Context: an optimization exercise on an open-source flow, tuned for small area. The choices shown serve that exercise and are no tape-out recipe. The RTL was checked by simulation tests, not by an equivalence proof against the original design.

== maple ==
==> flow/design.v <==
`timescale 1ns/1ns
`default_nettype none
module eth_video_rx (
	input wire logic clk,
	input wire logic eth_rx_downstream_rst,
	input wire logic rmii_crsdv,
	input wire logic [1:0] rmii_rxd,
	input wire logic rmii_rxerr,
	output logic vram_we,
	output logic [8-1:0] vram_addr,
	output logic [12-1:0] vram_color,
	output logic frame_err
);
	logic in_frame;
	logic err_hold;
	logic pre_seen;
	logic [3:0] pos_g;
	logic [1:0] pos_b;
	logic [1:0] pos_d;
	logic [3:0] nib;
	logic [3:0] col_hi [0:7];
	logic [3:0] col_mid [0:7];
	logic [3:0] col_lo [0:7];
	logic [4:0] ofs;
	logic ffcp_en;
	logic ferr;
	logic [2:0] grp;
	logic [1:0] ph;
	logic shift;
	logic full;
	logic g7;
	logic g8;
	logic busy;
	logic start;
	logic nib_in;
	logic hi_en;
	logic mid_en;
	logic lo_en;
	logic hi_hold;
	logic mid_hold;
	logic lo_hold;
	assign shift = in_frame && rmii_crsdv && !rmii_rxerr;
	assign pre_seen = pos_d[0];
	assign err_hold = !in_frame && pos_d[1];
	assign full = pos_g[3] && !pos_g[2] && !pos_g[1];
	assign g7 = pos_g[1] && !pos_g[2] && !pos_g[0];
	assign g8 = !pos_g[3] && !pos_g[1];
	assign busy = grp != 3'd4;
	assign start = in_frame && !rmii_crsdv && full && ffcp_en;
	assign nib_in = in_frame && !busy && !pos_d[0] && !full;
	assign hi_en = vram_we || (nib_in && pos_b == 2'd1);
	assign mid_en = vram_we || (nib_in && pos_b == 2'd0);
	assign lo_en = vram_we || (nib_in && pos_b == 2'd2);
	assign hi_hold = !vram_we && !(nib_in && pos_b[0]);
	assign mid_hold = !vram_we && !(in_frame && grp[2] && !grp[1] && !pos_d[0] && !full &&
		pos_b == 2'd0);
	assign lo_hold = !vram_we && !(nib_in && pos_b[1]);
	always_ff @(posedge clk) begin
		if (eth_rx_downstream_rst) begin
			in_frame <= 1'b0;
		end else if (err_hold) begin
		end else if (rmii_crsdv && rmii_rxerr) begin
			in_frame <= 1'b0;
		end else if (!rmii_crsdv) begin
			in_frame <= 1'b0;
		end else if (!in_frame && pre_seen && rmii_rxd == 2'b11) begin
			in_frame <= 1'b1;
		end
	end
	always_ff @(posedge clk) begin
		if (!in_frame) begin
			pos_g <= 4'b0011;
			pos_b <= 2'd1;
			pos_d[1] <= !eth_rx_downstream_rst && rmii_crsdv && (err_hold || rmii_rxerr);
			pos_d[0] <= !eth_rx_downstream_rst && !err_hold && rmii_crsdv && !rmii_rxerr &&
				rmii_rxd == 2'b01;
			ffcp_en <= 1'b0;
		end else if (g7 && pos_b == 2'd1 && pos_d == 2'd0 &&
				(col_mid[6] != 4'h2 || nib != 4'h0)) begin
			pos_g <= 4'b0000;
		end else begin
			if (shift && !full) begin
				pos_d <= pos_d + 2'd1;
				if (pos_d == 2'd3) begin
					pos_b <= pos_b == 2'd2 ? 2'd0 : pos_b + 2'd1;
					if (pos_b == 2'd2)
						pos_g <= {pos_g[2:0], pos_g[3] ^ pos_g[0]};
				end
			end
			if (g7 && pos_b == 2'd0 && pos_d == 2'd0)
				ffcp_en <= col_hi[7] == 4'h8 && col_lo[6] == 4'h8 &&
					col_lo[7] == 4'h5 && nib == 4'hB;
		end
		if (in_frame && (!shift || eth_rx_downstream_rst)) begin
			pos_d[1] <= !eth_rx_downstream_rst && rmii_crsdv && rmii_rxerr;
			pos_d[0] <= 1'b0;
		end
		if (g8 && pos_b == 2'd0 && pos_d == 2'd0)
			ofs <= {nib[0], col_lo[7]};
		if (shift && !full && !busy)
			nib <= {rmii_rxd, nib[3:2]};
		for (int i = 0; i < 7; i++) begin
			col_hi[i] <= ({4{hi_en}} & col_hi[i+1]) | ({4{hi_hold}} & col_hi[i]);
			col_mid[i] <= ({4{mid_en}} & col_mid[i+1]) | ({4{mid_hold}} & col_mid[i]);
			col_lo[i] <= ({4{lo_en}} & col_lo[i+1]) | ({4{lo_hold}} & col_lo[i]);
		end
		col_hi[7] <= ({4{hi_en}} & nib) | ({4{hi_hold}} & col_hi[7]);
		col_lo[7] <= ({4{lo_en}} & nib) | ({4{lo_hold}} & col_lo[7]);
	end
	assign col_mid[7] = nib;
	always_ff @(posedge clk) begin
		if (eth_rx_downstream_rst) begin
			grp <= 3'd4;
			ph <= 2'd0;
			ferr <= 1'b0;
		end else begin
			ferr <= err_hold && ffcp_en;
			if (start) begin
				grp <= 3'd6;
				ph <= 2'd0;
			end else if (busy) begin
				ph <= ph == 2'd2 ? 2'd0 : ph + 2'd1;
				if (ph == 2'd2)
					grp <= grp + 3'd1;
			end
		end
	end
	assign vram_we = !grp[2] && ph != 2'd0;
	assign vram_addr = {ofs, grp[1:0], ph[1]};
	assign vram_color = {col_hi[0], col_mid[0], col_lo[0]};
	assign frame_err = ferr;
endmodule
`default_nettype wire
export LEC_CHECK = 0
export CAP_MARGIN = 0
export CORE_MARGIN = 2
export CORE_UTILIZATION = 75
export SLEW_MARGIN = 0
create_clock -name core_clock -period 10.0 [get_ports {clk}]
standard.sh (not shown) runs the stock make flow with config.mk's settings and CLKGATE_MAP_FILE= SYNTH_SCRIPT=/design/flow/synth_recipe.tcl, a recipe that flattens the netlist after the stock synthesis.
==> flow/flow/run.sh <==
#!/bin/bash
# The standard layout (the standard.sh), with three changes:
# - synthesis is the standard one (synth_recipe.tcl and ORFS's synth.tcl,
#   same registers), but ABC maps the logic with flow/abc_map.script: more
#   rounds of choice computation (&dch -f) and area recovery (&nf -R 1000),
#   and no delay-driven buffering or gate sizing at the end, which the
#   layout's own repair does; and ABC also maps the few adders (no
#   ADDER_MAP_FILE, so no half-adder cells are extracted first);
# - ports are buffered with buf_1 cells;
# - the clock tree is built from clkbuf_4 cells without dummy balancing loads.
set -euo pipefail
export BUFFER_PORTS_ARGS="-buffer_cell sky130_fd_sc_hd__buf_1"
export CTS_ARGS="-sink_clustering_enable -repair_clock_nets -dont_use_dummy_load -buf_list sky130_fd_sc_hd__clkbuf_4"
rm -rf synth_scripts
cp -r "$FLOW_HOME/scripts" synth_scripts
cp flow/abc_map.script synth_scripts/abc_speed.script
SCRIPTS_DIR="$PWD/synth_scripts" ADDER_MAP_FILE= bash standard.sh synth > synth.log 2>&1
bash standard.sh > standard.log 2>&1
==> flow/flow/abc_map.script <==
&get -n
&st
&syn2
&dch -f
&nf -R 1000
&st
&syn2
&if -g -K 6
&synch2
&dch -f
&nf -R 1000
&st
&syn2
&if -g -K 6
&synch2
&dch -f
&nf -R 1000
&st
&syn2
&if -g -K 6
&synch2
&dch -f
&nf -R 1000
&put
topo
stime -c
diff inputs: maple => xenon
==> flow/design.v, changed modules only <==
module eth_video_rx (
	input wire logic clk,
	input wire logic eth_rx_downstream_rst,
	input wire logic rmii_crsdv,
	input wire logic [1:0] rmii_rxd,
	input wire logic rmii_rxerr,
	output logic vram_we,
	output logic [8-1:0] vram_addr,
	output logic [12-1:0] vram_color,
	output logic frame_err
);
	logic in_frame;
	logic err_hold;
	logic pre_seen;
	logic [3:0] pos_g;
	logic [1:0] pos_b;
	logic [1:0] pos_d;
	logic [3:0] nib;
	logic [3:0] col_hi [0:7];
	logic [3:0] col_mid [0:7];
	logic [3:0] col_lo [0:7];
	logic [4:0] ofs;
	logic ffcp_en;
	logic ferr;
	logic [2:0] grp;
	logic [1:0] ph;
	logic shift;
	logic full;
	logic g7;
	logic g8;
	logic busy;
	logic start;
	logic nib_in;
	logic hi_en;
	logic mid_en;
	logic lo_en;
	logic hi_hold;
	logic mid_hold;
	logic lo_hold;
	assign shift = in_frame && rmii_crsdv && !rmii_rxerr;
	assign pre_seen = pos_d[0];
	assign full = pos_g[3] && !pos_g[2] && !pos_g[1];
	assign g7 = pos_g[1] && !pos_g[2] && !pos_g[0];
	assign g8 = !pos_g[3] && !pos_g[1];
	assign busy = grp != 3'd4;
	assign start = in_frame && !rmii_crsdv && full && ffcp_en;
	assign nib_in = in_frame && !busy && !pos_d[0] && !full;
	assign hi_en = vram_we || (nib_in && pos_b == 2'd1);
	assign mid_en = vram_we || (nib_in && pos_b == 2'd0);
	assign lo_en = vram_we || (nib_in && pos_b == 2'd2);
	assign hi_hold = !vram_we && !(nib_in && pos_b[0]);
	assign mid_hold = !vram_we && !(in_frame && grp[2] && !grp[1] && !pos_d[0] && !full &&
		pos_b == 2'd0);
	assign lo_hold = !vram_we && !(nib_in && pos_b[1]);
	always_ff @(posedge clk) begin
		if (eth_rx_downstream_rst) begin
			in_frame <= 1'b0;
			err_hold <= 1'b0;
		end else if (err_hold) begin
			if (!rmii_crsdv)
				err_hold <= 1'b0;
		end else if (rmii_crsdv && rmii_rxerr) begin
			err_hold <= 1'b1;
			in_frame <= 1'b0;
		end else if (!rmii_crsdv) begin
			in_frame <= 1'b0;
		end else if (!in_frame && pre_seen && rmii_rxd == 2'b11) begin
			in_frame <= 1'b1;
		end
	end
	always_ff @(posedge clk) begin
		if (!in_frame) begin
			pos_g <= 4'b0011;
			pos_b <= 2'd1;
			pos_d[1] <= 1'b0;
			pos_d[0] <= !eth_rx_downstream_rst && !err_hold && rmii_crsdv && !rmii_rxerr &&
				rmii_rxd == 2'b01;
			ffcp_en <= 1'b0;
		end else if (g7 && pos_b == 2'd1 && pos_d == 2'd0 &&
				(col_mid[6] != 4'h2 || nib != 4'h0)) begin
			pos_g <= 4'b0000;
		end else begin
			if (shift && !full) begin
				pos_d <= pos_d + 2'd1;
				if (pos_d == 2'd3) begin
					pos_b <= pos_b == 2'd2 ? 2'd0 : pos_b + 2'd1;
					if (pos_b == 2'd2)
						pos_g <= {pos_g[2:0], pos_g[3] ^ pos_g[0]};
				end
			end
			if (g7 && pos_b == 2'd0 && pos_d == 2'd0)
				ffcp_en <= col_hi[7] == 4'h8 && col_lo[6] == 4'h8 &&
					col_lo[7] == 4'h5 && nib == 4'hB;
		end
		if (in_frame && (!shift || eth_rx_downstream_rst))
			pos_d[0] <= 1'b0;
		if (g8 && pos_b == 2'd0 && pos_d == 2'd0)
			ofs <= {nib[0], col_lo[7]};
		if (shift && !full && !busy)
			nib <= {rmii_rxd, nib[3:2]};
		for (int i = 0; i < 7; i++) begin
			col_hi[i] <= ({4{hi_en}} & col_hi[i+1]) | ({4{hi_hold}} & col_hi[i]);
			col_mid[i] <= ({4{mid_en}} & col_mid[i+1]) | ({4{mid_hold}} & col_mid[i]);
			col_lo[i] <= ({4{lo_en}} & col_lo[i+1]) | ({4{lo_hold}} & col_lo[i]);
		end
		col_hi[7] <= ({4{hi_en}} & nib) | ({4{hi_hold}} & col_hi[7]);
		col_lo[7] <= ({4{lo_en}} & nib) | ({4{lo_hold}} & col_lo[7]);
	end
	assign col_mid[7] = nib;
	always_ff @(posedge clk) begin
		if (eth_rx_downstream_rst) begin
			grp <= 3'd4;
			ph <= 2'd0;
			ferr <= 1'b0;
		end else begin
			ferr <= err_hold && ffcp_en;
			if (start) begin
				grp <= 3'd6;
				ph <= 2'd0;
			end else if (busy) begin
				ph <= ph == 2'd2 ? 2'd0 : ph + 2'd1;
				if (ph == 2'd2)
					grp <= grp + 3'd1;
			end
		end
	end
	assign vram_we = !grp[2] && ph != 2'd0;
	assign vram_addr = {ofs, grp[1:0], ph[1]};
	assign vram_color = {col_hi[0], col_mid[0], col_lo[0]};
	assign frame_err = ferr;
endmodule
==> comparison <==
In the final design statistics, xenon uses more standard cells in total than maple. In the reports for maple and xenon, the larger wire length of the first global-routing pass belongs to maple. Delta (xenon minus maple): register bit total from synthesis increased by 1 relative to the old numbers, maximum frequency went down, number of cells after detailed placement +about 1.5%. Relative to maple, wire length has gone up in xenon. Delta (xenon minus maple): worst supply voltage drop on vdd now larger; number of iterations in the first detailed-routing pass now larger.

==> port drivers added, routing unchanged <==
Ports are ideal in the flow. The routed layouts listed here were re-timed in OpenROAD. Step 1 sets driving cells, clkbuf_16 on the clock port and buf_2 on the other inputs (assumed; they add their load-dependent delay and slew). Step 2 adds t to the input delays and takes it off the output delays; t is the mean of the earliest and latest rising clock arrival at the registers after step 1. Input paths then give back, and output paths get back, about the clock's delay inside the block. Slacks: ideal ports / drivers / drivers and shift; pairs: ideal ports / drivers.
| run | t (ns) | setup WS [ns] | worst setup path after step 2 | worst data-port slew with drivers (ns) |
|---|---|---|---|---|
| maple | 0.502 | 6.500 / 6.473 / 6.357 | input to register | 0.03 |
| xenon | 0.498 | 6.377 / 6.348 / 6.386 | input to register | 0.03 |
After both steps every run listed still meets setup and hold. For maple, which loses most, drivers alone change the setup slack by -0.027 ns; drivers and shift together by -0.143 ns.
